This design comes from an exercise in tuning for small area and a short achievable clock period on the open sky130 flow, not from production work.
The RTL was checked by simulation tests, not by an equivalence proof against the original design.
Power is estimated from default activity; no workload was simulated.

$ cat flow/resyn.sh
#!/bin/bash
# resyn.sh IN.v OUT.v LIB : re-maps the combinational logic of a gate netlist
# with ABC (delay-driven mapping, then gate sizing); the flip-flops and tie
# cells stay as they are, with their instance names.
set -euo pipefail
IN=$1; OUT=$2; LIB=$3; D=${RESYN_D:-1500}
DU="-dont_use *probe* -dont_use *lpflow* -dont_use *clkdly* -dont_use *dlygate* -dont_use *dlymetal* -dont_use *ebuf* -dont_use *einv* -dont_use *dlclkp* -dont_use *conb*"
cat > resyn.ys <<EOS
read_liberty -ignore_miss_func $LIB
read_verilog $IN
hierarchy -top $FLOW_TOP
blackbox sky130_fd_sc_hd__dfxtp_1 sky130_fd_sc_hd__edfxtp_1 sky130_fd_sc_hd__conb_1
flatten
opt_clean -purge
abc -liberty $LIB $DU -script "+strash; dch -f; map -D $D; topo; upsize -D $D; dnsize -D $D; stime"
opt_clean -purge
splitnets
opt_clean -purge
insbuf -buf sky130_fd_sc_hd__buf_1 A X
stat -liberty $LIB
write_verilog -noattr -noexpr -nohex -nodec $OUT
EOS
yosys -s resyn.ys > resyn.log 2>&1
$ cat flow/cutff.py
#!/usr/bin/env python3
# Turns a gate netlist combinational: each flip-flop's Q becomes an input and
# its D (and DE) an output, named after the instance. Usage: cutff.py in.v out.v
import re, sys
text = open(sys.argv[1]).read()
m = re.search(r"^(.*?)module (\w+)\((.*?)\);\n(.*?)\nendmodule", text, re.S)
pre, name, portlist, body = m.groups()
newports, decls = [], []
def repl(cm):
    t, inst, pins = cm.group(1), cm.group(2), cm.group(3)
    if not re.search(r"__(dfxtp|edfxtp|dfrtp|dfstp|dfxbp|dfrbp|dfsbp|dfbbp|dfbbn|dfrtn|edfxbp)_", t):
        return cm.group(0)
    pd = dict((p, n.strip()) for p, n in re.findall(r"\.(\w+)\(([^()]*)\)", pins))
    key = re.sub(r"[^A-Za-z0-9_]", "_", inst)
    out = []
    for p, n in pd.items():
        if p in ("CLK", "CLK_N"):
            continue
        nn = n + " " if n.startswith("\\") else n
        if p in ("Q", "Q_N"):
            port = f"ffq_{p}_{key}"
            newports.append(port); decls.append(f"  input {port};")
            out.append(f"  assign {nn} = {port};")
        else:
            port = f"ffd_{p}_{key}"
            newports.append(port); decls.append(f"  output {port};")
            out.append(f"  assign {port} = {nn};")
    return "\n".join(out) + "\n"
body = re.sub(r"\s*(sky130_fd_sc_hd__\w+)\s+(\S+)\s*\((.*?)\);\n", repl, body + "\n", flags=re.S)
open(sys.argv[2], "w").write(pre + f"module {name}({portlist}, {', '.join(newports)});\n" + "\n".join(decls) + "\n" + body + "\nendmodule\n")
$ cat flow/run.sh
#!/bin/bash
# Own layout flow: the standard synthesis; its combinational logic re-mapped
# by ABC for delay (resyn.sh: flip-flops and their names untouched); the
# re-mapped netlist is used only if ABC proves it equivalent to the standard
# one (flip-flops cut into inputs and outputs, a combinational miter); then
# the standard layout with plain buffers (buf_1) on the ports.
set -euo pipefail
R=orfs/results/sky130hd/peak_search_top/base
LIB=$FLOW_HOME/platforms/sky130hd/lib/sky130_fd_sc_hd__tt_025C_1v80.lib
bash standard.sh synth > standard_synth.log 2>&1
cp $R/1_2_yosys.v synth_netlist.v
echo "standard netlist kept" > resyn_used.log
if RESYN_D=${RESYN_D:-1800} bash flow/resyn.sh synth_netlist.v resyn_netlist.v $LIB \
   && python3 flow/cutff.py synth_netlist.v eq_gold.v > cutff.log 2>&1 \
   && python3 flow/cutff.py resyn_netlist.v eq_gate.v >> cutff.log 2>&1; then
  cat > miter.ys <<EOS
read_liberty -ignore_miss_func $LIB
read_verilog eq_gold.v
rename $FLOW_TOP gold
read_verilog eq_gate.v
rename $FLOW_TOP gate
flatten
miter -equiv -flatten gold gate m
hierarchy -top m
opt_clean
techmap
opt -fast
aigmap
write_aiger -zinit miter.aig
EOS
  if yosys -s miter.ys > miter.log 2>&1 \
     && yosys-abc -c "read miter.aig; strash; print_stats; iprove" > cec.log 2>&1 \
     && grep -q "^UNSATISFIABLE" cec.log; then
    echo "re-mapped netlist proven equivalent, used" > resyn_used.log
    cp resyn_netlist.v $R/1_2_yosys.v
    touch $R/1_2_yosys.v
    rm -f $R/1_synth.odb $R/1_synth.sdc
  fi
fi
bash standard.sh BUFFER_PORTS_ARGS="-buffer_cell sky130_fd_sc_hd__buf_1" MATCH_CELL_FOOTPRINT=0 finish > standard_flow.log 2>&1
$ cat config.mk
export PLATFORM = sky130hd
export DESIGN_NAME = peak_search_top
export DESIGN_NICKNAME = peak_search_top
export VERILOG_FILES = /design/flow/design.v
export SDC_FILE = /design/flow/constraint.sdc
export NUM_CORES = 4
export LEC_CHECK = 0
export CAP_MARGIN = 20
export CORE_MARGIN = 2
export CORE_UTILIZATION = 60
export CTS_BUF_LIST = sky130_fd_sc_hd__clkbuf_8
export CTS_CLUSTER_SIZE = 40
export SETUP_SLACK_MARGIN = 4.5
export SLEW_MARGIN = 20
$ cat constraint.sdc
create_clock -name core_clock -period 7.5 [get_ports {clk}]
set_input_delay 1.5000 -clock core_clock [delete_from_list [all_inputs] [get_ports {clk}]]
set_output_delay 1.5000 -clock core_clock [all_outputs]
set_load 0.01 [all_outputs]
$ cat standard.sh
#!/bin/bash
# synth_recipe.tcl (not shown) runs the flow's synth.tcl, then flattens the netlist and writes it again
# the make line also repeats each setting of config.mk as NAME=value (left out here)
make -C /OpenROAD-flow-scripts/flow DESIGN_CONFIG=/design/flow/config.mk WORK_HOME=/design/flow/orfs CLKGATE_MAP_FILE= SYNTH_SCRIPT=/design/flow/synth_recipe.tcl "${@:-finish}"
$ cat design.v
`default_nettype none
package sample_pkg;
   typedef logic signed [12-1:0] sample_t;
   typedef logic [(12 + 1)-1:0] power_t;
   typedef logic [10-1:0] index_t;
   typedef logic [16-1:0] count_t;
   typedef logic [$clog2(1024):0] frame_len_t;
endpackage
`default_nettype wire
`default_nettype none
package apb_regs_pkg;
   typedef logic [31:0] apb_data_t;
   typedef logic [1:0] ctrl_t;
   typedef enum logic [8-1:0] {
      ADDR_CTRL        = 8'h00,
      ADDR_FRAME_LEN   = 8'h04,
      ADDR_STATUS      = 8'h08,
      ADDR_PEAK_POWER  = 8'h0C,
      ADDR_PEAK_INDEX  = 8'h10,
      ADDR_FRAME_COUNT = 8'h14
   } reg_addr_e;
   localparam int CTRL_ENABLE_BIT = 0;
   localparam int CTRL_IRQ_EN_BIT = 1;
   localparam int STATUS_DONE_BIT = 0;
   localparam int STATUS_BUSY_BIT = 1;
endpackage
`default_nettype wire
`timescale 1ns/1ns
`default_nettype none
module iq_pwr_tree (
   input  wire [10:0] i_xi,
   input  wire        i_si,
   input  wire [10:0] i_xq,
   input  wire        i_sq,
   output wire [12:0] o_r0,
   output wire [12:0] o_r1
);
   wire hs1, hc2;
   assign hs1 = (i_si & i_xi[0]) ^ (i_xi[1] & ~i_xi[0]);
   assign hc2 = (i_si & i_xi[0]) & (i_xi[1] & ~i_xi[0]);
   wire hs3, hc4;
   assign hs3 = (i_sq & i_xq[0]) ^ (i_xq[1] & ~i_xq[0]);
   assign hc4 = (i_sq & i_xq[0]) & (i_xq[1] & ~i_xq[0]);
   wire fs5, fc6;
   assign fs5 = (i_xi[1] & i_xi[0]) ^ (i_si & i_xi[2]) ^ (i_xi[0] & i_xi[2]);
   assign fc6 = ((i_xi[1] & i_xi[0]) & (i_si & i_xi[2])) | ((i_xi[1] & i_xi[0]) & (i_xi[0] & i_xi[2])) | ((i_si & i_xi[2]) & (i_xi[0] & i_xi[2]));
   wire fs7, fc8;
   assign fs7 = (i_xq[1] & i_xq[0]) ^ (i_sq & i_xq[2]) ^ (i_xq[0] & i_xq[2]);
   assign fc8 = ((i_xq[1] & i_xq[0]) & (i_sq & i_xq[2])) | ((i_xq[1] & i_xq[0]) & (i_xq[0] & i_xq[2])) | ((i_sq & i_xq[2]) & (i_xq[0] & i_xq[2]));
   wire fs9, fc10;
   assign fs9 = (i_xi[2] & ~i_xi[1]) ^ (i_si & i_xi[3]) ^ (i_xi[0] & i_xi[3]);
   assign fc10 = ((i_xi[2] & ~i_xi[1]) & (i_si & i_xi[3])) | ((i_xi[2] & ~i_xi[1]) & (i_xi[0] & i_xi[3])) | ((i_si & i_xi[3]) & (i_xi[0] & i_xi[3]));
   wire fs11, fc12;
   assign fs11 = (i_xq[2] & ~i_xq[1]) ^ (i_sq & i_xq[3]) ^ (i_xq[0] & i_xq[3]);
   assign fc12 = ((i_xq[2] & ~i_xq[1]) & (i_sq & i_xq[3])) | ((i_xq[2] & ~i_xq[1]) & (i_xq[0] & i_xq[3])) | ((i_sq & i_xq[3]) & (i_xq[0] & i_xq[3]));
   wire fs13, fc14;
   assign fs13 = (i_xi[2] & i_xi[1]) ^ (i_si & i_xi[4]) ^ (i_xi[0] & i_xi[4]);
   assign fc14 = ((i_xi[2] & i_xi[1]) & (i_si & i_xi[4])) | ((i_xi[2] & i_xi[1]) & (i_xi[0] & i_xi[4])) | ((i_si & i_xi[4]) & (i_xi[0] & i_xi[4]));
   wire hs15, hc16;
   assign hs15 = (i_xi[1] & i_xi[3]) ^ fc10;
   assign hc16 = (i_xi[1] & i_xi[3]) & fc10;
   wire fs17, fc18;
   assign fs17 = (i_xq[2] & i_xq[1]) ^ (i_sq & i_xq[4]) ^ (i_xq[0] & i_xq[4]);
   assign fc18 = ((i_xq[2] & i_xq[1]) & (i_sq & i_xq[4])) | ((i_xq[2] & i_xq[1]) & (i_xq[0] & i_xq[4])) | ((i_sq & i_xq[4]) & (i_xq[0] & i_xq[4]));
   wire hs19, hc20;
   assign hs19 = (i_xq[1] & i_xq[3]) ^ fc12;
   assign hc20 = (i_xq[1] & i_xq[3]) & fc12;
   wire fs21, fc22;
   assign fs21 = (i_xi[3] & ~i_xi[2]) ^ (i_si & i_xi[5]) ^ (i_xi[0] & i_xi[5]);
   assign fc22 = ((i_xi[3] & ~i_xi[2]) & (i_si & i_xi[5])) | ((i_xi[3] & ~i_xi[2]) & (i_xi[0] & i_xi[5])) | ((i_si & i_xi[5]) & (i_xi[0] & i_xi[5]));
   wire fs23, fc24;
   assign fs23 = (i_xi[1] & i_xi[4]) ^ fc14 ^ fs21;
   assign fc24 = ((i_xi[1] & i_xi[4]) & fc14) | ((i_xi[1] & i_xi[4]) & fs21) | (fc14 & fs21);
   wire fs25, fc26;
   assign fs25 = (i_xq[3] & ~i_xq[2]) ^ (i_sq & i_xq[5]) ^ (i_xq[0] & i_xq[5]);
   assign fc26 = ((i_xq[3] & ~i_xq[2]) & (i_sq & i_xq[5])) | ((i_xq[3] & ~i_xq[2]) & (i_xq[0] & i_xq[5])) | ((i_sq & i_xq[5]) & (i_xq[0] & i_xq[5]));
   wire fs27, fc28;
   assign fs27 = (i_xq[1] & i_xq[4]) ^ fc18 ^ fs25;
   assign fc28 = ((i_xq[1] & i_xq[4]) & fc18) | ((i_xq[1] & i_xq[4]) & fs25) | (fc18 & fs25);
   wire fs29, fc30;
   assign fs29 = (i_xi[3] & i_xi[2]) ^ (i_si & i_xi[6]) ^ (i_xi[0] & i_xi[6]);
   assign fc30 = ((i_xi[3] & i_xi[2]) & (i_si & i_xi[6])) | ((i_xi[3] & i_xi[2]) & (i_xi[0] & i_xi[6])) | ((i_si & i_xi[6]) & (i_xi[0] & i_xi[6]));
   wire fs31, fc32;
   assign fs31 = (i_xi[1] & i_xi[5]) ^ (i_xi[2] & i_xi[4]) ^ fc22;
   assign fc32 = ((i_xi[1] & i_xi[5]) & (i_xi[2] & i_xi[4])) | ((i_xi[1] & i_xi[5]) & fc22) | ((i_xi[2] & i_xi[4]) & fc22);
   wire hs33, hc34;
   assign hs33 = fs29 ^ fc24;
   assign hc34 = fs29 & fc24;
   wire fs35, fc36;
   assign fs35 = (i_xq[3] & i_xq[2]) ^ (i_sq & i_xq[6]) ^ (i_xq[0] & i_xq[6]);
   assign fc36 = ((i_xq[3] & i_xq[2]) & (i_sq & i_xq[6])) | ((i_xq[3] & i_xq[2]) & (i_xq[0] & i_xq[6])) | ((i_sq & i_xq[6]) & (i_xq[0] & i_xq[6]));
   wire fs37, fc38;
   assign fs37 = (i_xq[1] & i_xq[5]) ^ (i_xq[2] & i_xq[4]) ^ fc26;
   assign fc38 = ((i_xq[1] & i_xq[5]) & (i_xq[2] & i_xq[4])) | ((i_xq[1] & i_xq[5]) & fc26) | ((i_xq[2] & i_xq[4]) & fc26);
   wire hs39, hc40;
   assign hs39 = fs35 ^ fc28;
   assign hc40 = fs35 & fc28;
   wire fs41, fc42;
   assign fs41 = (i_xi[4] & ~i_xi[3]) ^ (i_si & i_xi[7]) ^ (i_xi[0] & i_xi[7]);
   assign fc42 = ((i_xi[4] & ~i_xi[3]) & (i_si & i_xi[7])) | ((i_xi[4] & ~i_xi[3]) & (i_xi[0] & i_xi[7])) | ((i_si & i_xi[7]) & (i_xi[0] & i_xi[7]));
   wire fs43, fc44;
   assign fs43 = (i_xi[1] & i_xi[6]) ^ (i_xi[2] & i_xi[5]) ^ fc30;
   assign fc44 = ((i_xi[1] & i_xi[6]) & (i_xi[2] & i_xi[5])) | ((i_xi[1] & i_xi[6]) & fc30) | ((i_xi[2] & i_xi[5]) & fc30);
   wire fs45, fc46;
   assign fs45 = fs41 ^ fc32 ^ fs43;
   assign fc46 = (fs41 & fc32) | (fs41 & fs43) | (fc32 & fs43);
   wire fs47, fc48;
   assign fs47 = (i_xq[4] & ~i_xq[3]) ^ (i_sq & i_xq[7]) ^ (i_xq[0] & i_xq[7]);
   assign fc48 = ((i_xq[4] & ~i_xq[3]) & (i_sq & i_xq[7])) | ((i_xq[4] & ~i_xq[3]) & (i_xq[0] & i_xq[7])) | ((i_sq & i_xq[7]) & (i_xq[0] & i_xq[7]));
   wire fs49, fc50;
   assign fs49 = (i_xq[1] & i_xq[6]) ^ (i_xq[2] & i_xq[5]) ^ fc36;
   assign fc50 = ((i_xq[1] & i_xq[6]) & (i_xq[2] & i_xq[5])) | ((i_xq[1] & i_xq[6]) & fc36) | ((i_xq[2] & i_xq[5]) & fc36);
   wire fs51, fc52;
   assign fs51 = fs47 ^ fc38 ^ fs49;
   assign fc52 = (fs47 & fc38) | (fs47 & fs49) | (fc38 & fs49);
   wire fs53, fc54;
   assign fs53 = (i_xi[4] & i_xi[3]) ^ (i_si & i_xi[8]) ^ (i_xi[0] & i_xi[8]);
   assign fc54 = ((i_xi[4] & i_xi[3]) & (i_si & i_xi[8])) | ((i_xi[4] & i_xi[3]) & (i_xi[0] & i_xi[8])) | ((i_si & i_xi[8]) & (i_xi[0] & i_xi[8]));
   wire fs55, fc56;
   assign fs55 = (i_xi[1] & i_xi[7]) ^ (i_xi[2] & i_xi[6]) ^ (i_xi[3] & i_xi[5]);
   assign fc56 = ((i_xi[1] & i_xi[7]) & (i_xi[2] & i_xi[6])) | ((i_xi[1] & i_xi[7]) & (i_xi[3] & i_xi[5])) | ((i_xi[2] & i_xi[6]) & (i_xi[3] & i_xi[5]));
   wire fs57, fc58;
   assign fs57 = fc42 ^ fs53 ^ fs55;
   assign fc58 = (fc42 & fs53) | (fc42 & fs55) | (fs53 & fs55);
   wire hs59, hc60;
   assign hs59 = fc44 ^ fs57;
   assign hc60 = fc44 & fs57;
   wire fs61, fc62;
   assign fs61 = (i_xq[4] & i_xq[3]) ^ (i_sq & i_xq[8]) ^ (i_xq[0] & i_xq[8]);
   assign fc62 = ((i_xq[4] & i_xq[3]) & (i_sq & i_xq[8])) | ((i_xq[4] & i_xq[3]) & (i_xq[0] & i_xq[8])) | ((i_sq & i_xq[8]) & (i_xq[0] & i_xq[8]));
   wire fs63, fc64;
   assign fs63 = (i_xq[1] & i_xq[7]) ^ (i_xq[2] & i_xq[6]) ^ (i_xq[3] & i_xq[5]);
   assign fc64 = ((i_xq[1] & i_xq[7]) & (i_xq[2] & i_xq[6])) | ((i_xq[1] & i_xq[7]) & (i_xq[3] & i_xq[5])) | ((i_xq[2] & i_xq[6]) & (i_xq[3] & i_xq[5]));
   wire fs65, fc66;
   assign fs65 = fc48 ^ fs61 ^ fs63;
   assign fc66 = (fc48 & fs61) | (fc48 & fs63) | (fs61 & fs63);
   wire hs67, hc68;
   assign hs67 = fc50 ^ fs65;
   assign hc68 = fc50 & fs65;
   wire fs69, fc70;
   assign fs69 = (i_xi[5] & ~i_xi[4]) ^ (i_si & i_xi[9]) ^ (i_xi[0] & i_xi[9]);
   assign fc70 = ((i_xi[5] & ~i_xi[4]) & (i_si & i_xi[9])) | ((i_xi[5] & ~i_xi[4]) & (i_xi[0] & i_xi[9])) | ((i_si & i_xi[9]) & (i_xi[0] & i_xi[9]));
   wire fs71, fc72;
   assign fs71 = (i_xi[1] & i_xi[8]) ^ (i_xi[2] & i_xi[7]) ^ (i_xi[3] & i_xi[6]);
   assign fc72 = ((i_xi[1] & i_xi[8]) & (i_xi[2] & i_xi[7])) | ((i_xi[1] & i_xi[8]) & (i_xi[3] & i_xi[6])) | ((i_xi[2] & i_xi[7]) & (i_xi[3] & i_xi[6]));
   wire fs73, fc74;
   assign fs73 = fc54 ^ fc56 ^ fs69;
   assign fc74 = (fc54 & fc56) | (fc54 & fs69) | (fc56 & fs69);
   wire fs75, fc76;
   assign fs75 = fs71 ^ fc58 ^ fs73;
   assign fc76 = (fs71 & fc58) | (fs71 & fs73) | (fc58 & fs73);
   wire fs77, fc78;
   assign fs77 = (i_xq[5] & ~i_xq[4]) ^ (i_sq & i_xq[9]) ^ (i_xq[0] & i_xq[9]);
   assign fc78 = ((i_xq[5] & ~i_xq[4]) & (i_sq & i_xq[9])) | ((i_xq[5] & ~i_xq[4]) & (i_xq[0] & i_xq[9])) | ((i_sq & i_xq[9]) & (i_xq[0] & i_xq[9]));
   wire fs79, fc80;
   assign fs79 = (i_xq[1] & i_xq[8]) ^ (i_xq[2] & i_xq[7]) ^ (i_xq[3] & i_xq[6]);
   assign fc80 = ((i_xq[1] & i_xq[8]) & (i_xq[2] & i_xq[7])) | ((i_xq[1] & i_xq[8]) & (i_xq[3] & i_xq[6])) | ((i_xq[2] & i_xq[7]) & (i_xq[3] & i_xq[6]));
   wire fs81, fc82;
   assign fs81 = fc62 ^ fc64 ^ fs77;
   assign fc82 = (fc62 & fc64) | (fc62 & fs77) | (fc64 & fs77);
   wire fs83, fc84;
   assign fs83 = fs79 ^ fc66 ^ fs81;
   assign fc84 = (fs79 & fc66) | (fs79 & fs81) | (fc66 & fs81);
   wire [11:0] low_A;
   assign low_A = {1'b0, hc60, fc46, hc34, fs31, hc16, fs13, fc6, hc2, (i_si & i_xi[1]), 1'b0, (i_xi[0] ^ i_si)} + {1'b0, fs75, hs59, fs45, hs33, fs23, hs15, fs9, fs5, hs1, 1'b0, 1'b0};
   wire [11:0] low_B;
   assign low_B = {1'b0, hc68, fc52, hc40, fs37, hc20, fs17, fc8, hc4, (i_sq & i_xq[1]), 1'b0, (i_xq[0] ^ i_sq)} + {1'b0, fs83, hs67, fs51, hs39, fs27, hs19, fs11, fs7, hs3, 1'b0, 1'b0};
   wire fs85, fc86;
   assign fs85 = (i_xi[5] & i_xi[4]) ^ (i_si & i_xi[10]) ^ (i_xi[0] & i_xi[10]);
   assign fc86 = ((i_xi[5] & i_xi[4]) & (i_si & i_xi[10])) | ((i_xi[5] & i_xi[4]) & (i_xi[0] & i_xi[10])) | ((i_si & i_xi[10]) & (i_xi[0] & i_xi[10]));
   wire fs87, fc88;
   assign fs87 = (i_xi[1] & i_xi[9]) ^ (i_xi[2] & i_xi[8]) ^ (i_xi[3] & i_xi[7]);
   assign fc88 = ((i_xi[1] & i_xi[9]) & (i_xi[2] & i_xi[8])) | ((i_xi[1] & i_xi[9]) & (i_xi[3] & i_xi[7])) | ((i_xi[2] & i_xi[8]) & (i_xi[3] & i_xi[7]));
   wire fs89, fc90;
   assign fs89 = (i_xi[4] & i_xi[6]) ^ (i_xq[5] & i_xq[4]) ^ (i_sq & i_xq[10]);
   assign fc90 = ((i_xi[4] & i_xi[6]) & (i_xq[5] & i_xq[4])) | ((i_xi[4] & i_xi[6]) & (i_sq & i_xq[10])) | ((i_xq[5] & i_xq[4]) & (i_sq & i_xq[10]));
   wire fs91, fc92;
   assign fs91 = (i_xq[0] & i_xq[10]) ^ (i_xq[1] & i_xq[9]) ^ (i_xq[2] & i_xq[8]);
   assign fc92 = ((i_xq[0] & i_xq[10]) & (i_xq[1] & i_xq[9])) | ((i_xq[0] & i_xq[10]) & (i_xq[2] & i_xq[8])) | ((i_xq[1] & i_xq[9]) & (i_xq[2] & i_xq[8]));
   wire fs93, fc94;
   assign fs93 = (i_xq[3] & i_xq[7]) ^ (i_xq[4] & i_xq[6]) ^ fc70;
   assign fc94 = ((i_xq[3] & i_xq[7]) & (i_xq[4] & i_xq[6])) | ((i_xq[3] & i_xq[7]) & fc70) | ((i_xq[4] & i_xq[6]) & fc70);
   wire fs95, fc96;
   assign fs95 = fc72 ^ fc78 ^ fc80;
   assign fc96 = (fc72 & fc78) | (fc72 & fc80) | (fc78 & fc80);
   wire fs97, fc98;
   assign fs97 = fs85 ^ fs87 ^ fs89;
   assign fc98 = (fs85 & fs87) | (fs85 & fs89) | (fs87 & fs89);
   wire fs99, fc100;
   assign fs99 = fs91 ^ fc74 ^ fc82;
   assign fc100 = (fs91 & fc74) | (fs91 & fc82) | (fc74 & fc82);
   wire fs101, fc102;
   assign fs101 = fs93 ^ fs95 ^ fs97;
   assign fc102 = (fs93 & fs95) | (fs93 & fs97) | (fs95 & fs97);
   wire fs103, fc104;
   assign fs103 = fs99 ^ fc76 ^ fc84;
   assign fc104 = (fs99 & fc76) | (fs99 & fc84) | (fc76 & fc84);
   wire fs105, fc106;
   assign fs105 = fs101 ^ fs103 ^ low_A[11];
   assign fc106 = (fs101 & fs103) | (fs101 & low_A[11]) | (fs103 & low_A[11]);
   wire fs107, fc108;
   assign fs107 = (i_xi[6] & ~i_xi[5]) ^ (i_xi[1] & i_xi[10]) ^ (i_xi[2] & i_xi[9]);
   assign fc108 = ((i_xi[6] & ~i_xi[5]) & (i_xi[1] & i_xi[10])) | ((i_xi[6] & ~i_xi[5]) & (i_xi[2] & i_xi[9])) | ((i_xi[1] & i_xi[10]) & (i_xi[2] & i_xi[9]));
   wire fs109, fc110;
   assign fs109 = (i_xi[3] & i_xi[8]) ^ (i_xi[4] & i_xi[7]) ^ (i_xq[6] & ~i_xq[5]);
   assign fc110 = ((i_xi[3] & i_xi[8]) & (i_xi[4] & i_xi[7])) | ((i_xi[3] & i_xi[8]) & (i_xq[6] & ~i_xq[5])) | ((i_xi[4] & i_xi[7]) & (i_xq[6] & ~i_xq[5]));
   wire fs111, fc112;
   assign fs111 = (i_xq[1] & i_xq[10]) ^ (i_xq[2] & i_xq[9]) ^ (i_xq[3] & i_xq[8]);
   assign fc112 = ((i_xq[1] & i_xq[10]) & (i_xq[2] & i_xq[9])) | ((i_xq[1] & i_xq[10]) & (i_xq[3] & i_xq[8])) | ((i_xq[2] & i_xq[9]) & (i_xq[3] & i_xq[8]));
   wire fs113, fc114;
   assign fs113 = (i_xq[4] & i_xq[7]) ^ fc86 ^ fc88;
   assign fc114 = ((i_xq[4] & i_xq[7]) & fc86) | ((i_xq[4] & i_xq[7]) & fc88) | (fc86 & fc88);
   wire fs115, fc116;
   assign fs115 = fc90 ^ fc92 ^ fs107;
   assign fc116 = (fc90 & fc92) | (fc90 & fs107) | (fc92 & fs107);
   wire fs117, fc118;
   assign fs117 = fs109 ^ fs111 ^ fc94;
   assign fc118 = (fs109 & fs111) | (fs109 & fc94) | (fs111 & fc94);
   wire fs119, fc120;
   assign fs119 = fc96 ^ fc98 ^ fs113;
   assign fc120 = (fc96 & fc98) | (fc96 & fs113) | (fc98 & fs113);
   wire fs121, fc122;
   assign fs121 = fs115 ^ fc100 ^ fs117;
   assign fc122 = (fs115 & fc100) | (fs115 & fs117) | (fc100 & fs117);
   wire fs123, fc124;
   assign fs123 = fs119 ^ fc102 ^ fc104;
   assign fc124 = (fs119 & fc102) | (fs119 & fc104) | (fc102 & fc104);
   wire hs125, hc126;
   assign hs125 = fs121 ^ fs123;
   assign hc126 = fs121 & fs123;
   wire fs127, fc128;
   assign fs127 = (i_xi[6] & i_xi[5]) ^ (i_xi[2] & i_xi[10]) ^ (i_xi[3] & i_xi[9]);
   assign fc128 = ((i_xi[6] & i_xi[5]) & (i_xi[2] & i_xi[10])) | ((i_xi[6] & i_xi[5]) & (i_xi[3] & i_xi[9])) | ((i_xi[2] & i_xi[10]) & (i_xi[3] & i_xi[9]));
   wire fs129, fc130;
   assign fs129 = (i_xi[4] & i_xi[8]) ^ (i_xi[5] & i_xi[7]) ^ (i_xq[6] & i_xq[5]);
   assign fc130 = ((i_xi[4] & i_xi[8]) & (i_xi[5] & i_xi[7])) | ((i_xi[4] & i_xi[8]) & (i_xq[6] & i_xq[5])) | ((i_xi[5] & i_xi[7]) & (i_xq[6] & i_xq[5]));
   wire fs131, fc132;
   assign fs131 = (i_xq[2] & i_xq[10]) ^ (i_xq[3] & i_xq[9]) ^ (i_xq[4] & i_xq[8]);
   assign fc132 = ((i_xq[2] & i_xq[10]) & (i_xq[3] & i_xq[9])) | ((i_xq[2] & i_xq[10]) & (i_xq[4] & i_xq[8])) | ((i_xq[3] & i_xq[9]) & (i_xq[4] & i_xq[8]));
   wire fs133, fc134;
   assign fs133 = (i_xq[5] & i_xq[7]) ^ fc108 ^ fc110;
   assign fc134 = ((i_xq[5] & i_xq[7]) & fc108) | ((i_xq[5] & i_xq[7]) & fc110) | (fc108 & fc110);
   wire fs135, fc136;
   assign fs135 = fc112 ^ fs127 ^ fs129;
   assign fc136 = (fc112 & fs127) | (fc112 & fs129) | (fs127 & fs129);
   wire fs137, fc138;
   assign fs137 = fs131 ^ fc114 ^ fc116;
   assign fc138 = (fs131 & fc114) | (fs131 & fc116) | (fc114 & fc116);
   wire fs139, fc140;
   assign fs139 = fs133 ^ fs135 ^ fc118;
   assign fc140 = (fs133 & fs135) | (fs133 & fc118) | (fs135 & fc118);
   wire fs141, fc142;
   assign fs141 = fc120 ^ fs137 ^ fs139;
   assign fc142 = (fc120 & fs137) | (fc120 & fs139) | (fs137 & fs139);
   wire fs143, fc144;
   assign fs143 = fc122 ^ fc124 ^ fs141;
   assign fc144 = (fc122 & fc124) | (fc122 & fs141) | (fc124 & fs141);
   wire fs145, fc146;
   assign fs145 = (i_xi[7] & ~i_xi[6]) ^ (i_xi[3] & i_xi[10]) ^ (i_xi[4] & i_xi[9]);
   assign fc146 = ((i_xi[7] & ~i_xi[6]) & (i_xi[3] & i_xi[10])) | ((i_xi[7] & ~i_xi[6]) & (i_xi[4] & i_xi[9])) | ((i_xi[3] & i_xi[10]) & (i_xi[4] & i_xi[9]));
   wire fs147, fc148;
   assign fs147 = (i_xi[5] & i_xi[8]) ^ (i_xq[7] & ~i_xq[6]) ^ (i_xq[3] & i_xq[10]);
   assign fc148 = ((i_xi[5] & i_xi[8]) & (i_xq[7] & ~i_xq[6])) | ((i_xi[5] & i_xi[8]) & (i_xq[3] & i_xq[10])) | ((i_xq[7] & ~i_xq[6]) & (i_xq[3] & i_xq[10]));
   wire fs149, fc150;
   assign fs149 = (i_xq[4] & i_xq[9]) ^ (i_xq[5] & i_xq[8]) ^ fc128;
   assign fc150 = ((i_xq[4] & i_xq[9]) & (i_xq[5] & i_xq[8])) | ((i_xq[4] & i_xq[9]) & fc128) | ((i_xq[5] & i_xq[8]) & fc128);
   wire fs151, fc152;
   assign fs151 = fc130 ^ fc132 ^ fs145;
   assign fc152 = (fc130 & fc132) | (fc130 & fs145) | (fc132 & fs145);
   wire fs153, fc154;
   assign fs153 = fs147 ^ fc134 ^ fc136;
   assign fc154 = (fs147 & fc134) | (fs147 & fc136) | (fc134 & fc136);
   wire fs155, fc156;
   assign fs155 = fs149 ^ fs151 ^ fc138;
   assign fc156 = (fs149 & fs151) | (fs149 & fc138) | (fs151 & fc138);
   wire fs157, fc158;
   assign fs157 = fs153 ^ fc140 ^ fs155;
   assign fc158 = (fs153 & fc140) | (fs153 & fs155) | (fc140 & fs155);
   wire hs159, hc160;
   assign hs159 = fc142 ^ fs157;
   assign hc160 = fc142 & fs157;
   wire fs161, fc162;
   assign fs161 = (i_xi[7] & i_xi[6]) ^ (i_xi[4] & i_xi[10]) ^ (i_xi[5] & i_xi[9]);
   assign fc162 = ((i_xi[7] & i_xi[6]) & (i_xi[4] & i_xi[10])) | ((i_xi[7] & i_xi[6]) & (i_xi[5] & i_xi[9])) | ((i_xi[4] & i_xi[10]) & (i_xi[5] & i_xi[9]));
   wire fs163, fc164;
   assign fs163 = (i_xi[6] & i_xi[8]) ^ (i_xq[7] & i_xq[6]) ^ (i_xq[4] & i_xq[10]);
   assign fc164 = ((i_xi[6] & i_xi[8]) & (i_xq[7] & i_xq[6])) | ((i_xi[6] & i_xi[8]) & (i_xq[4] & i_xq[10])) | ((i_xq[7] & i_xq[6]) & (i_xq[4] & i_xq[10]));
   wire fs165, fc166;
   assign fs165 = (i_xq[5] & i_xq[9]) ^ (i_xq[6] & i_xq[8]) ^ fc146;
   assign fc166 = ((i_xq[5] & i_xq[9]) & (i_xq[6] & i_xq[8])) | ((i_xq[5] & i_xq[9]) & fc146) | ((i_xq[6] & i_xq[8]) & fc146);
   wire fs167, fc168;
   assign fs167 = fc148 ^ fs161 ^ fs163;
   assign fc168 = (fc148 & fs161) | (fc148 & fs163) | (fs161 & fs163);
   wire fs169, fc170;
   assign fs169 = fc150 ^ fc152 ^ fs165;
   assign fc170 = (fc150 & fc152) | (fc150 & fs165) | (fc152 & fs165);
   wire fs171, fc172;
   assign fs171 = fs167 ^ fc154 ^ fs169;
   assign fc172 = (fs167 & fc154) | (fs167 & fs169) | (fc154 & fs169);
   wire fs173, fc174;
   assign fs173 = fc156 ^ fs171 ^ fc158;
   assign fc174 = (fc156 & fs171) | (fc156 & fc158) | (fs171 & fc158);
   wire fs175, fc176;
   assign fs175 = (i_xi[8] & ~i_xi[7]) ^ (i_xi[5] & i_xi[10]) ^ (i_xi[6] & i_xi[9]);
   assign fc176 = ((i_xi[8] & ~i_xi[7]) & (i_xi[5] & i_xi[10])) | ((i_xi[8] & ~i_xi[7]) & (i_xi[6] & i_xi[9])) | ((i_xi[5] & i_xi[10]) & (i_xi[6] & i_xi[9]));
   wire fs177, fc178;
   assign fs177 = (i_xq[8] & ~i_xq[7]) ^ (i_xq[5] & i_xq[10]) ^ (i_xq[6] & i_xq[9]);
   assign fc178 = ((i_xq[8] & ~i_xq[7]) & (i_xq[5] & i_xq[10])) | ((i_xq[8] & ~i_xq[7]) & (i_xq[6] & i_xq[9])) | ((i_xq[5] & i_xq[10]) & (i_xq[6] & i_xq[9]));
   wire fs179, fc180;
   assign fs179 = fc162 ^ fc164 ^ fs175;
   assign fc180 = (fc162 & fc164) | (fc162 & fs175) | (fc164 & fs175);
   wire fs181, fc182;
   assign fs181 = fs177 ^ fc166 ^ fc168;
   assign fc182 = (fs177 & fc166) | (fs177 & fc168) | (fc166 & fc168);
   wire fs183, fc184;
   assign fs183 = fs179 ^ fc170 ^ fs181;
   assign fc184 = (fs179 & fc170) | (fs179 & fs181) | (fc170 & fs181);
   wire hs185, hc186;
   assign hs185 = fc172 ^ fs183;
   assign hc186 = fc172 & fs183;
   wire fs187, fc188;
   assign fs187 = (i_xi[8] & i_xi[7]) ^ (i_xi[6] & i_xi[10]) ^ (i_xi[7] & i_xi[9]);
   assign fc188 = ((i_xi[8] & i_xi[7]) & (i_xi[6] & i_xi[10])) | ((i_xi[8] & i_xi[7]) & (i_xi[7] & i_xi[9])) | ((i_xi[6] & i_xi[10]) & (i_xi[7] & i_xi[9]));
   wire fs189, fc190;
   assign fs189 = (i_xq[8] & i_xq[7]) ^ (i_xq[6] & i_xq[10]) ^ (i_xq[7] & i_xq[9]);
   assign fc190 = ((i_xq[8] & i_xq[7]) & (i_xq[6] & i_xq[10])) | ((i_xq[8] & i_xq[7]) & (i_xq[7] & i_xq[9])) | ((i_xq[6] & i_xq[10]) & (i_xq[7] & i_xq[9]));
   wire fs191, fc192;
   assign fs191 = fc176 ^ fc178 ^ fs187;
   assign fc192 = (fc176 & fc178) | (fc176 & fs187) | (fc178 & fs187);
   wire fs193, fc194;
   assign fs193 = fs189 ^ fc180 ^ fs191;
   assign fc194 = (fs189 & fc180) | (fs189 & fs191) | (fc180 & fs191);
   wire fs195, fc196;
   assign fs195 = fc182 ^ fs193 ^ fc184;
   assign fc196 = (fc182 & fs193) | (fc182 & fc184) | (fs193 & fc184);
   wire fs197, fc198;
   assign fs197 = (i_xi[9] & ~i_xi[8]) ^ (i_xi[7] & i_xi[10]) ^ (i_xq[9] & ~i_xq[8]);
   assign fc198 = ((i_xi[9] & ~i_xi[8]) & (i_xi[7] & i_xi[10])) | ((i_xi[9] & ~i_xi[8]) & (i_xq[9] & ~i_xq[8])) | ((i_xi[7] & i_xi[10]) & (i_xq[9] & ~i_xq[8]));
   wire fs199, fc200;
   assign fs199 = (i_xq[7] & i_xq[10]) ^ fc188 ^ fc190;
   assign fc200 = ((i_xq[7] & i_xq[10]) & fc188) | ((i_xq[7] & i_xq[10]) & fc190) | (fc188 & fc190);
   wire fs201, fc202;
   assign fs201 = fs197 ^ fc192 ^ fs199;
   assign fc202 = (fs197 & fc192) | (fs197 & fs199) | (fc192 & fs199);
   wire hs203, hc204;
   assign hs203 = fs201 ^ fc194;
   assign hc204 = fs201 & fc194;
   wire fs205, fc206;
   assign fs205 = (i_xi[9] & i_xi[8]) ^ (i_xi[8] & i_xi[10]) ^ (i_xq[9] & i_xq[8]);
   assign fc206 = ((i_xi[9] & i_xi[8]) & (i_xi[8] & i_xi[10])) | ((i_xi[9] & i_xi[8]) & (i_xq[9] & i_xq[8])) | ((i_xi[8] & i_xi[10]) & (i_xq[9] & i_xq[8]));
   wire fs207, fc208;
   assign fs207 = (i_xq[8] & i_xq[10]) ^ fc198 ^ fs205;
   assign fc208 = ((i_xq[8] & i_xq[10]) & fc198) | ((i_xq[8] & i_xq[10]) & fs205) | (fc198 & fs205);
   wire fs209, fc210;
   assign fs209 = fc200 ^ fs207 ^ fc202;
   assign fc210 = (fc200 & fs207) | (fc200 & fc202) | (fs207 & fc202);
   wire fs211, fc212;
   assign fs211 = (i_xi[10] & ~i_xi[9]) ^ (i_xq[10] & ~i_xq[9]) ^ fc206;
   assign fc212 = ((i_xi[10] & ~i_xi[9]) & (i_xq[10] & ~i_xq[9])) | ((i_xi[10] & ~i_xi[9]) & fc206) | ((i_xq[10] & ~i_xq[9]) & fc206);
   wire hs213, hc214;
   assign hs213 = fc208 ^ fs211;
   assign hc214 = fc208 & fs211;
   wire fs215, fc216;
   assign fs215 = (i_xi[10] & i_xi[9]) ^ (i_xq[10] & i_xq[9]) ^ fc212;
   assign fc216 = ((i_xi[10] & i_xi[9]) & (i_xq[10] & i_xq[9])) | ((i_xi[10] & i_xi[9]) & fc212) | ((i_xq[10] & i_xq[9]) & fc212);
   assign o_r0 = {1'b0, fc216, hc214, fc210, hc204, fc196, hc186, fc174, hc160, fc144, hc126, fc106, low_B[11]};
   assign o_r1 = {1'b0, 1'b0, fs215, hs213, fs209, hs203, fs195, hs185, fs173, hs159, fs143, hs125, fs105};
endmodule
module iq_power (
   input  wire                 clk,
   input  wire                 i_rst_n,
   input  wire                 i_valid,
   output logic                o_ready,
   input  wire sample_pkg::sample_t i_i,
   input  wire sample_pkg::sample_t i_q,
   output logic                o_pwr_valid,
   input  wire                 i_pwr_ready,
   output logic [10:0]         o_xi,
   output logic                o_si,
   output logic [10:0]         o_xq,
   output logic                o_sq
);
   logic take;
   assign o_ready = i_pwr_ready | ~o_pwr_valid;
   assign take    = i_valid & o_ready;
   always_ff @(posedge clk) begin
      if (!i_rst_n) begin
         o_pwr_valid <= 1'b0;
      end else if (take) begin
         o_pwr_valid <= 1'b1;
      end else if (i_pwr_ready) begin
         o_pwr_valid <= 1'b0;
      end
   end
   always_ff @(posedge clk) begin
      if (o_ready) begin
         o_xi <= i_i[10:0] ^ {11{i_i[11]}};
         o_si <= i_i[11];
         o_xq <= i_q[10:0] ^ {11{i_q[11]}};
         o_sq <= i_q[11];
      end
   end
endmodule
`default_nettype wire
`timescale 1ns/1ns
`default_nettype none
module frame_arg_max (
   input  wire                     clk,
   input  wire                     i_rst_n,
   input  wire                     i_enable,
   input  wire sample_pkg::frame_len_t i_frame_len,
   input  wire                     i_pwr_valid,
   output logic                    o_pwr_ready,
   input  wire [10:0]              i_xi,
   input  wire                     i_si,
   input  wire [10:0]              i_xq,
   input  wire                     i_sq,
   output logic                    o_res_valid,
   output sample_pkg::power_t      o_peak_power,
   output sample_pkg::index_t      o_peak_index,
   input  wire                     i_res_busy,
   output logic                    o_busy
);
   logic                   hold_q;
   logic                   hold_d;
   logic                   infr_q;      
   logic                   infr_d;
   logic                   res_d;
   sample_pkg::index_t     cnt_q;
   sample_pkg::index_t     cnt_inc;
   sample_pkg::index_t     len_q;
   sample_pkg::index_t     cur_len;
   logic                   first;
   logic                   take;
   logic                   last;
   logic                   lag_v_q;
   logic                   lag_first_q;
   sample_pkg::index_t     lag_idx_q;
   logic [12:0]            r0, r1;
   logic [12:0]            lag_r0_q, lag_r1_q;
   sample_pkg::power_t     lag_pwr;
   logic [12:0]            s1, c1, nm;
   logic [13:0]            s2, c2, gt_sum;
   logic                   gt;
   sample_pkg::power_t     max_q;
   sample_pkg::index_t     idx_q;
   sample_pkg::power_t     max_d;
   sample_pkg::index_t     idx_d;
   logic                   upd;
   assign o_pwr_ready = i_enable & ~hold_q;
   assign take        = i_pwr_valid & o_pwr_ready;
   assign first   = ~infr_q;
   assign cnt_inc = cnt_q + 1'b1;
   assign cur_len = first ? i_frame_len[10-1:0] : len_q;
   assign last    = (cnt_inc == cur_len);
   always_comb begin
      hold_d = hold_q;
      infr_d = infr_q;
      res_d  = 1'b0;
      if (hold_q) begin
         if (!i_res_busy) begin
            hold_d = 1'b0;
            res_d  = 1'b1;
         end
      end else if (take) begin
         infr_d = ~last;
         if (last) begin
            if (i_res_busy || o_res_valid) begin
               hold_d = 1'b1;
            end else begin
               res_d  = 1'b1;
            end
         end
      end
   end
   always_ff @(posedge clk) begin
      if (!i_rst_n) begin
         hold_q      <= 1'b0;
         infr_q      <= 1'b0;
         o_busy      <= 1'b0;
         cnt_q       <= '0;
         o_res_valid <= 1'b0;
         lag_v_q     <= 1'b0;
      end else begin
         hold_q      <= hold_d;
         infr_q      <= infr_d;
         o_busy      <= hold_d | infr_d;
         o_res_valid <= res_d;
         lag_v_q     <= take;
         if (take) begin
            cnt_q <= last ? '0 : cnt_inc;
         end
      end
   end
   always_ff @(posedge clk) begin
      if (take && first) begin
         len_q <= i_frame_len[10-1:0];
      end
   end
   iq_pwr_tree tree0 (
      .i_xi (i_xi),
      .i_si (i_si),
      .i_xq (i_xq),
      .i_sq (i_sq),
      .o_r0 (r0),
      .o_r1 (r1)
   );
   always_ff @(posedge clk) begin
      lag_r0_q    <= r0;
      lag_r1_q    <= r1;
      lag_idx_q   <= cnt_q;
      lag_first_q <= first;
   end
   assign s1 = lag_r0_q;
   assign c1 = lag_r1_q;
   assign lag_pwr = s1 + c1;
   assign nm = ~max_q;
   assign s2 = {1'b0, s1 ^ c1 ^ nm};
   assign c2 = {(s1 & c1) | (s1 & nm) | (c1 & nm), 1'b0};
   assign gt_sum = s2 + c2;
   assign gt     = gt_sum[13];
   assign upd   = lag_v_q & (lag_first_q | gt);
   assign max_d = upd ? lag_pwr : max_q;
   assign idx_d = upd ? lag_idx_q : idx_q;
   always_ff @(posedge clk) begin
      max_q <= max_d;
      idx_q <= idx_d;
   end
   assign o_peak_power = max_d;
   assign o_peak_index = idx_d;
endmodule
`default_nettype wire
`timescale 1ns/1ns
`default_nettype none
module peak_apb_regs (
   input  wire                      clk,
   input  wire                      i_rst_n,
   input  wire                      i_psel,
   input  wire                      i_penable,
   input  wire                      i_pwrite,
   input  wire logic [8-1:0]  i_paddr,
   input  wire apb_regs_pkg::apb_data_t i_pwdata,
   output apb_regs_pkg::apb_data_t  o_prdata,
   output logic                     o_pready,
   output logic                     o_pslverr,
   output logic                     o_enable,
   output sample_pkg::frame_len_t   o_frame_len,
   input  wire                      i_res_valid,
   input  wire sample_pkg::power_t  i_peak_power,
   input  wire sample_pkg::index_t  i_peak_index,
   input  wire                      i_busy,
   output logic                     o_res_busy,
   output logic                     o_irq
);
   apb_regs_pkg::ctrl_t      ctrl_q;
   sample_pkg::frame_len_t frame_len_q;
   logic       done_q;
   logic       irq_q;
   sample_pkg::power_t     peak_power_q;
   sample_pkg::index_t     peak_index_q;
   sample_pkg::count_t     frame_count_q;
   logic       access;
   logic [5:0] sel_d;
   logic [5:0] sel_q;
   logic       unmapped_q;
   logic       write_q;
   logic       clamp_q;
   logic       wr;
   apb_regs_pkg::apb_data_t  rdata;
   localparam int FL_W = $clog2(1024) + 1;
   assign sel_d[0] = (i_paddr == 8'h00);
   assign sel_d[1] = (i_paddr == 8'h04);
   assign sel_d[2] = (i_paddr == 8'h08);
   assign sel_d[3] = (i_paddr == 8'h0C);
   assign sel_d[4] = (i_paddr == 8'h10);
   assign sel_d[5] = (i_paddr == 8'h14);
   always_ff @(posedge clk) begin
      sel_q      <= sel_d;
      unmapped_q <= ~|sel_d;
      write_q    <= i_pwrite;
      clamp_q    <= (i_pwdata == '0) || (i_pwdata > 1024);
   end
   assign access = i_psel & i_penable;
   assign wr     = access & write_q;
   always_comb begin
      rdata = '0;
      rdata[1:0]   = rdata[1:0]   | ({2{sel_q[0]}} & ctrl_q);
      rdata[10:0]  = rdata[10:0]  | ({11{sel_q[1]}} & frame_len_q);
      rdata[1:0]   = rdata[1:0]   | ({2{sel_q[2]}} & {i_busy, done_q});
      rdata[12:0]  = rdata[12:0]  | ({13{sel_q[3]}} & peak_power_q);
      rdata[9:0]   = rdata[9:0]   | ({10{sel_q[4]}} & peak_index_q);
      rdata[15:0]  = rdata[15:0]  | ({16{sel_q[5]}} & frame_count_q);
   end
   assign o_prdata  = rdata;
   assign o_pready  = 1'b1;
   assign o_pslverr = unmapped_q;
   always_ff @(posedge clk) begin
      if (!i_rst_n) begin
         ctrl_q        <= '0;
         frame_len_q   <= 1024;
         done_q        <= 1'b0;
         irq_q         <= 1'b0;
         frame_count_q <= '0;
      end else begin
         irq_q <= done_q & ctrl_q[apb_regs_pkg::CTRL_IRQ_EN_BIT];
         if (wr && sel_q[0]) begin
            ctrl_q <= i_pwdata[1:0];
         end
         if (wr && sel_q[1]) begin
            frame_len_q <= clamp_q ? FL_W'(1024) : i_pwdata[FL_W-1:0];
         end
         if (i_res_valid) begin
            done_q        <= 1'b1;
            frame_count_q <= frame_count_q + 1'b1;
         end else if (wr && sel_q[2] && i_pwdata[apb_regs_pkg::STATUS_DONE_BIT]) begin
            done_q <= 1'b0;
         end
      end
   end
   always_ff @(posedge clk) begin
      if (i_res_valid) begin
         peak_power_q <= i_peak_power;
         peak_index_q <= i_peak_index;
      end
   end
   assign o_enable    = ctrl_q[apb_regs_pkg::CTRL_ENABLE_BIT];
   assign o_frame_len = frame_len_q;
   assign o_res_busy  = done_q;
   assign o_irq       = irq_q;
endmodule
`default_nettype wire
`timescale 1ns/1ns
`default_nettype none
module peak_search_top (
   input  wire                      clk,
   input  wire                      i_rst_n,
   input  wire                      i_s_valid,
   output wire                      o_s_ready,
   input  wire sample_pkg::sample_t i_s_i,
   input  wire sample_pkg::sample_t i_s_q,
   input  wire                      i_psel,
   input  wire                      i_penable,
   input  wire                      i_pwrite,
   input  wire logic [8-1:0]  i_paddr,
   input  wire apb_regs_pkg::apb_data_t i_pwdata,
   output wire apb_regs_pkg::apb_data_t o_prdata,
   output wire                      o_pready,
   output wire                      o_pslverr,
   output wire                      o_irq
);
   logic       enable;
   sample_pkg::frame_len_t frame_len;
   logic       res_valid;
   sample_pkg::power_t     peak_power;
   sample_pkg::index_t     peak_index;
   logic       res_busy;
   logic       busy;
   logic       pwr_valid;
   logic       pwr_ready;
   logic [10:0] pwr_xi;
   logic        pwr_si;
   logic [10:0] pwr_xq;
   logic        pwr_sq;
   iq_power power0 (
      .clk     (clk),
      .i_rst_n (i_rst_n),
      .i_valid (i_s_valid),
      .o_ready (o_s_ready),
      .i_i     (i_s_i),
      .i_q     (i_s_q),
      .o_pwr_valid (pwr_valid),
      .i_pwr_ready (pwr_ready),
      .o_xi    (pwr_xi),
      .o_si    (pwr_si),
      .o_xq    (pwr_xq),
      .o_sq    (pwr_sq)
   );
   frame_arg_max search0 (
      .clk           (clk),
      .i_rst_n       (i_rst_n),
      .i_enable      (enable),
      .i_frame_len   (frame_len),
      .i_pwr_valid   (pwr_valid),
      .o_pwr_ready   (pwr_ready),
      .i_xi          (pwr_xi),
      .i_si          (pwr_si),
      .i_xq          (pwr_xq),
      .i_sq          (pwr_sq),
      .o_res_valid   (res_valid),
      .o_peak_power  (peak_power),
      .o_peak_index  (peak_index),
      .i_res_busy    (res_busy),
      .o_busy        (busy)
   );
   peak_apb_regs regs0 (
      .clk           (clk),
      .i_rst_n       (i_rst_n),
      .i_psel        (i_psel),
      .i_penable     (i_penable),
      .i_pwrite      (i_pwrite),
      .i_paddr       (i_paddr),
      .i_pwdata      (i_pwdata),
      .o_prdata      (o_prdata),
      .o_pready      (o_pready),
      .o_pslverr     (o_pslverr),
      .o_enable      (enable),
      .o_frame_len   (frame_len),
      .i_res_valid   (res_valid),
      .i_peak_power  (peak_power),
      .i_peak_index  (peak_index),
      .i_busy        (busy),
      .o_res_busy    (res_busy),
      .o_irq         (o_irq)
   );
endmodule
`default_nettype wire
==> results_tabular.tex <==
\begin{tabular}{lr}
\hline
Metric & Value \\
\hline
\multicolumn{2}{l}{\textbf{Floorplanning}} \\
Die Span X & 136.2 um \\
Full die area & 18550 um2 \\
Std-Cell Rows & 48 \\
Number of placed I/O pins & 106 \\
Initial standard-cell utilization of the core & 0.6104 \\
Die Height & 136.2 um \\
Core box area & 17180 um2 \\
\multicolumn{2}{l}{\textbf{Route}} \\
Met2 wire len & 13920 um \\
Total routed wire length on the met1 layer & 10760 um \\
Routed WL per cell & about 15 um \\
Number of search-and-repair iterations in the first detailed-routing pass & 6 \\
Iteration-0 DRC count of the detailed router & between 600 and 700 \\
Detailed route wirelength on metal3 & 1709 um \\
Total DRC errors in the routed layout & 0 \\
Final wirelength & roughly 28000 um \\
Uppermost layer routed & met5 \\
Number of routed nets with antenna violations & 0 \\
Routed vias/inst & 5.510 \\
DR vias & slightly above 10000 \\
\multicolumn{2}{l}{\textbf{Power}} \\
Power density of the placed cells & 269.0 nW/um2 \\
Cell leakage power & 0.004897 uW \\
Worst vdd ir & 0.1464 mV \\
\multicolumn{2}{l}{\textbf{Clock tree}} \\
Maximum level of the CTS H-tree & 4 \\
Total clock sinks & 170 \\
Clock Pin Slew Worst Setup and Hold Paths & roughly 100 ps \\
Max clock buf depth & 2 \\
CTS tree & built \\
Cell chosen for the clock root & sky130\_fd\_sc\_hd\_\_clkbuf\_8 \\
Clock insertion delay at the later pin of the skew report & 470 ps \\
Cts bufs inserted & 17 \\
\multicolumn{2}{l}{\textbf{Synthesis}} \\
Mapped Avg Cell Area & 7.132 um2 \\
Number of warning messages in the yosys log & 3 \\
Area of the mapped netlist & 10480 um2 \\
Post-Syn Instances & 1470 \\
\multicolumn{2}{l}{\textbf{GRT}} \\
Maximum number of pins on one net before global-route repair & 36 \\
Wire length of the first global-routing pass & 43350 um \\
Number of antenna violations at the first check in global routing & 1 \\
Via count of the first global-routing pass & 9202 \\
Global route total overflow & 0 \\
Overall track demand over capacity in global routing & 0.2986 \\
\multicolumn{2}{l}{\textbf{Final layout}} \\
Synth-to-Final Area Change & 14.64\% \\
Final core occ & 0.6997 \\
Top library cells by usage in the layout, fill and taps aside & 407 x sky130\_fd\_sc\_hd\_\_nand2\_1, 175 x sky130\_fd\_sc\_hd\_\_nor2\_1, 140 x sky130\_fd\_sc\_hd\_\_clkinv\_1, 107 x sky130\_fd\_sc\_hd\_\_dfxtp\_1, 95 x sky130\_fd\_sc\_hd\_\_xor2\_1 \\
Sequential cell area & 3984 um2 \\
Number of nets in the layout & about 1700 \\
Most common cell after layout, fill and taps aside & sky130\_fd\_sc\_hd\_\_nand2\_1 \\
Layout fillers & 1512 \\
Layout cell share with drive strength beyond 1 & 0.09119 \\
Total area of multi-input combinational cells & 5961 um2 \\
\# diodes & 0 \\
\multicolumn{2}{l}{\textbf{Worst hold path}} \\
Hold crit path type & flip-flop to flip-flop \\
Launch instance of the worst min-delay path & search0.cnt\_q[4] \\
Capture endpoint of the worst hold path & search0.lag\_idx\_q[4] \\
Count of cells along the worst hold path & 0 \\
\multicolumn{2}{l}{\textbf{Worst setup path}} \\
Setup slack of the most critical reg-to-reg path & 4600 ps \\
Startpoint of the worst-slack reg-to-reg timing path & power0.o\_xq[7] \\
Sort of element at the start of the critical path & flip-flop \\
Crit. End Element & output pin \\
Data arrival time at the worst-slack endpoint & 1450 ps \\
Worst r2r dst & search0.lag\_r1\_q[2] \\
Type of the worst setup path & flip-flop to output pin \\
Critical-path maximum fanout & 13 \\
Required time at the endpoint of the critical path & 6000 ps \\
FF-to-FF path depth & 12 \\
\multicolumn{2}{l}{\textbf{STA}} \\
Tmin final & 2952 ps \\
Tcrit/Tclk final & 0.3936 \\
Actual transition at the worst max-transition pin & 870.7 ps \\
Final count of hold timing violations & 0 \\
RSZ-0062 raised after global routing & yes \\
Peak clock frequency supported by timing & about 340 MHz \\
Clock tree skew after final layout & 14.38 ps \\
Sum of negative setup slack & 0 ps \\
Hold Worst Slack & 367.8 ps \\
Worst rel slew slack & 0.4174 \\
Pins Over Slew Limit & 0 \\
Setup violations, final & 0 \\
\multicolumn{2}{l}{\textbf{Run status}} \\
Status & complete, no violations \\
\multicolumn{2}{l}{\textbf{Placement}} \\
Number of input and output port buffers inserted & 88 \\
DPL Wire Length & 20480 um \\
Last weighted congestion value of the routability-driven placer & 0.9646 \\
\multicolumn{2}{l}{\textbf{Flow run}} \\
Count of max-cap constraint violations & 0 \\
\hline
\end{tabular}
registers in the layout, summed over array words and instances, names as in the netlist, 11 cells and up:
name and count:
power0.o_xq 11, search0.max_q 13, regs0.peak_power_q 13, regs0.frame_len_q 11, regs0.frame_count_q 16, power0.o_xi 11
search0.lag_r1_q 11, search0.lag_r0_q 12
metrics by stage:
step / worst slack, ps / std cells / power (uW) / area [um2]
floorplan: 4643 / 1487 / 2181 / 10550
global placement: 4418 / 1788 / 2419 / 11130
detailed placement: 4395 / 1788 / 2446 / 11130
CTS: 4467 / 1825 / 3193 / 11680
global route: 4463 / 1859 / 3461 / 12020
finish: 4548 / 1859 / 3233 / 12020
where the power goes:
| group | switching (uW) | internal (uW) |
|---|---|---|
| Clock | 381 | 353 |
| Sequential | 64.1 | 1040 |
| Combinational | 847 | 547 |
critical path, cell delays in order (launching register included):
cell,delay [ps]
sky130_fd_sc_hd__dfxtp_4,420
sky130_fd_sc_hd__a22oi_1,330
sky130_fd_sc_hd__nand2_1,100
sky130_fd_sc_hd__buf_1,140
how the worst max path moves through the flow:
stage	depth (start not counted)	startpoint	slack, ps	to
6_report	3	regs0.sel_q[5]	4550	o_prdata[5]
5_1_grt	3	regs0.sel_q[5]	4460	o_prdata[11]
4_1_cts	3	regs0.sel_q[5]	4470	o_prdata[11]
3_5_place_dp	6	i_psel	4400	regs0.frame_len_q[10]
3_3_place_gp	6	i_psel	4420	regs0.frame_len_q[10]
2_1_floorplan	18	search0.o_res_valid	4640	regs0.frame_count_q[15]
area by class of cell:
cell class                 instances  share of cell area
sequential                       170              0.3315
inverter                         170             0.05538
timing repair buffer             130             0.05621
tap                              225             0.02342
multi-input combinational       1132              0.4959
clock inverter                    14             0.01697
clock buffer                      18             0.02061
layer usage:
metal / track usage / vias to the layer above
li1: - / 5149
met1: 0.3392 / 4606
met2: 0.5436 / 385
met3: 0.05369 / 101
met4: 0.1337 / 2
met5: 0 / -
repair_timing:
action	4_1_cts	5_1_grt
gates cloned	1	1
hold buffers	0	0
pin swaps	3	4
gates resized for setup	18	24
endpoints found under the setup margin	23	32
setup buffers	4	33

## static timing again, ports no longer ideal
No port has a modelled driver above. Below, the same layout with a new extraction and two added sets of constraints. Step 1 (the two cells are an assumption about what drives the block):
set clk [get_ports {clk}]
set_driving_cell -lib_cell sky130_fd_sc_hd__clkbuf_16 $clk
set_driving_cell -lib_cell sky130_fd_sc_hd__buf_2 [delete_from_list [all_inputs] $clk]
Step 2 also shifts input and output timing later by t, the mid clock arrival at the registers, as if the neighbouring blocks saw the same clock. Three values: ideal ports, drivers, drivers and shift; two values: the first two.
t, ns: 0.503
setup WS [ns]: 4.548 / 4.511 / 4.370
clock arrival spread, ns: 0.016 / 0.016
pins driven straight from the clock port: 1
After both steps setup and hold are still met in this run. For this run, drivers alone change the setup slack by -0.037 ns; drivers and shift together by -0.178 ns.
